Context: an optimization exercise on an open-source flow, tuned for small area. The choices shown serve that exercise and are no tape-out recipe.
Only simulation tests tie the RTL to the original design; equivalence was not proved.
No activity file was given, so power comes from the tool's default toggle rates.

==> run A <==
## rv_core
module rv_core #(
  parameter rv_pkg::word_t RESET_PC = '0
) (
  input  logic             clk,
  input  logic             rst,
  output rv_pkg::word_t    pc,
  input  rv_pkg::word_t    insn,
  output rv_pkg::word_t    dmem_addr,
  output rv_pkg::word_t    dmem_wdata,
  output rv_pkg::byte_en_t dmem_be,
  input  rv_pkg::word_t    dmem_rdata,
  output logic             halt
);
==> flow/config.mk <==
export PLATFORM = sky130hd
export DESIGN_NAME = rv_core
export DESIGN_NICKNAME = rv_core
export VERILOG_FILES = /design/flow/design.v
export SDC_FILE = /design/flow/constraint.sdc
export NUM_CORES = 4
export LEC_CHECK = 0
export CAP_MARGIN = 20
export CORE_MARGIN = 2
export CORE_UTILIZATION = 40
export PLACE_DENSITY = 0.55
export SLEW_MARGIN = 20
export SYNTH_HIERARCHICAL = 1
==> flow/constraint.sdc <==
create_clock -name core_clock -period 12.0 [get_ports {clk}]
set_input_delay 2.4000 -clock core_clock [delete_from_list [all_inputs] [get_ports {clk}]]
set_output_delay 2.4000 -clock core_clock [all_outputs]
set_load 0.01 [all_outputs]
standard.sh (not shown) runs the stock make flow with config.mk's settings and CLKGATE_MAP_FILE= SYNTH_SCRIPT=/design/flow/synth_recipe.tcl, a recipe that flattens the netlist after the stock synthesis.
==> flow/flow/run.sh <==
#!/bin/bash
# Own layout flow: the standard ORFS flow (standard.sh, unchanged synthesis,
# floorplan, power grid and tap cells), with these ORFS settings changed:
#  - ports buffered with the smallest buffer (the resizer upsizes where needed)
#  - clock tree built from small clock buffers in small clusters, without
#    dummy loads
# Everything the tools print goes to flow.log here; ORFS keeps its per-step
# logs under orfs/logs.
set -euo pipefail
export BUFFER_PORTS_ARGS="-buffer_cell sky130_fd_sc_hd__buf_1"
export CTS_ARGS="-sink_clustering_enable -repair_clock_nets -dont_use_dummy_load -buf_list {sky130_fd_sc_hd__clkbuf_4 sky130_fd_sc_hd__clkbuf_8} -root_buf sky130_fd_sc_hd__clkbuf_8 -sink_clustering_buffer sky130_fd_sc_hd__clkbuf_4 -sink_clustering_size 8 -sink_clustering_max_diameter 40"
bash standard.sh > flow.log 2>&1
==> inputs of run F, as changes to run A <==
==> flow/run.sh (new file) <==
#!/bin/bash
# synth_recipe.tcl (not shown) runs the flow's synth.tcl, then flattens the netlist and writes it again
# the make line also repeats each setting of config.mk as NAME=value (left out here)
make -C /OpenROAD-flow-scripts/flow DESIGN_CONFIG=/design/flow/config.mk WORK_HOME=/design/flow/orfs CLKGATE_MAP_FILE= SYNTH_SCRIPT=/design/flow/synth_recipe.tcl finish
Settings changed: CORE_UTILIZATION 40 to 35, CTS_BUF_LIST from default to sky130_fd_sc_hd__clkbuf_4 sky130_fd_sc_hd__clkbuf_8, PLACE_DENSITY 0.55 to 0.5.
removed: flow/flow/run.sh
removed: flow/standard.sh
==> inputs of run K, as changes to run A <==
Settings changed: PLACE_DENSITY 0.55 to 0.65.
==> run summary <==
----------------------------------------------------
[CTS]
  Post-CTS clock slew at the launch and capture registers of the worst setup and hold paths ... about 0.060 ns

[Global route]
  Met3 track demand over resource ... 0.104
  Overall routing resource usage ... 0.365

[Final layout]
  Area used by multi-input combinational logic ... 26100 sq um
  Number of multi-input combinational cells in the layout ... 3015
  Number of filler instances in the final layout ... around 12000
  Buffers excl. clock ... around 400
  ClkCell Share ... 0.0690

[Setup path]
  Total stage count of the critical path ... 23
  Timing startpoint of the critical path ... insn[15]
  Arr. time, crit path ... between 9 and 10 ns

[Pwr]
  Internal power consumption ... ~5.4 mW
  Power, Total ... roughly 7.3 mW
  Top pwr grp ... clock
  P_clk ... approximately 3.5 mW
  Areal power density over the cells ... 129 nW/um^2

[Status]
  Outcome ... complete, no violations

[Die]
  Area of the core ... 129000 sq um
  Width of the die ... 365 microns

[Timing]
  Largest clock skew in the final design ... 0.0749 ns
  Final clock period utilization by the worst path ... 0.986
  Post-route setup slack ... 0.171 ns

----------------------------------------------------
[end of results for run F]
==> run summary <==
----------------------------------------------------
[Status]
  Outcome ... complete, no violations

[CTS]
  Post-CTS clock slew at the launch and capture registers of the worst setup and hold paths ... roughly 0.06 ns

[Final layout]
  Number of filler instances in the final layout ... ~11000
  ClkCell Share ... 0.0260
  Number of multi-input combinational cells in the layout ... around 3000
  Area used by multi-input combinational logic ... around 26000 sq um

[Die]
  Width of the die ... 342 microns
  Area of the core ... between 100000 and 150000 sq um

[Logic synthesis]
  Largest family of logic cells by synthesized area ... compound AO/OA/AOI/OAI gates

[Global route]
  Met3 track demand over resource ... 0.145

[Timing]
  Final clock period utilization by the worst path ... 0.984
  Post-route setup slack ... roughly 0.19 ns
  Largest clock skew in the final design ... between 0.1 and 0.15 ns

[Pwr]
  Power, Total ... about 5.7 mW
  P_clk ... about 1.9 mW

[Setup path]
  Total stage count of the critical path ... 26
  Timing startpoint of the critical path ... insn[23]

----------------------------------------------------
[end of results for run A]
==> run summary <==
----------------------------------------------------
[Pwr]
  Areal power density over the cells ... between 100 and 150 nW/um^2
  Top pwr grp ... registers
  Power, Total ... roughly 5.6 mW
  Internal power consumption ... roughly 4.1 mW

[Global route]
  Met3 track demand over resource ... 0.119
  Overall routing resource usage ... 0.383

[Die]
  Area of the core ... roughly 110000 sq um
  Width of the die ... around 340 microns

[Setup path]
  Total stage count of the critical path ... 24
  Timing startpoint of the critical path ... insn[23]
  Arr. time, crit path ... about 9.3 ns

[CTS]
  Post-CTS clock slew at the launch and capture registers of the worst setup and hold paths ... approximately 0.07 ns

[Final layout]
  ClkCell Share ... 0.0257
  Buffers excl. clock ... 360
  Number of filler instances in the final layout ... roughly 11000
  Area used by multi-input combinational logic ... 25900 sq um
  Number of multi-input combinational cells in the layout ... roughly 3000

[Timing]
  Min cycle time layout ... about 12 ns
  Post-route setup slack ... ~0.32 ns

[Status]
  Outcome ... complete, no violations

[Place]
  Area of placed instances ... around 50000 sq um

----------------------------------------------------
[end of results for run K]

-- static timing again, ports no longer ideal --
Ports are ideal in the flow. The routed layouts listed here were re-timed in OpenROAD.
Step 1: set_driving_cell puts a clkbuf_16 on clk and a buf_2 on each other input, an assumption about the parent block.
Step 2 adds t to the input delays and takes it off the output delays; t is the mean of the earliest and latest rising clock arrival at the registers after step 1. Input paths then give back, and output paths get back, about the clock's delay inside the block.
Three values: no drivers, after step 1, after step 2; two values: the first two.
run | shift t [ns] | setup slack, ns | worst setup path at the end | worst register clock-pin slew, ns
run A | 0.890 | 0.187 / 0.154 / 0.154 | input to output | 0.10 / 0.10
run F | 0.987 | 0.171 / 0.022 / 0.022 | input to output | 0.07 / 0.07
run K | 0.898 | 0.321 / 0.286 / 0.286 | input to output | 0.10 / 0.10
After both steps setup and hold are still met in every run listed. The setup slack of run F, which loses most, moves by -0.149 ns with the drivers and by -0.149 ns with both steps.
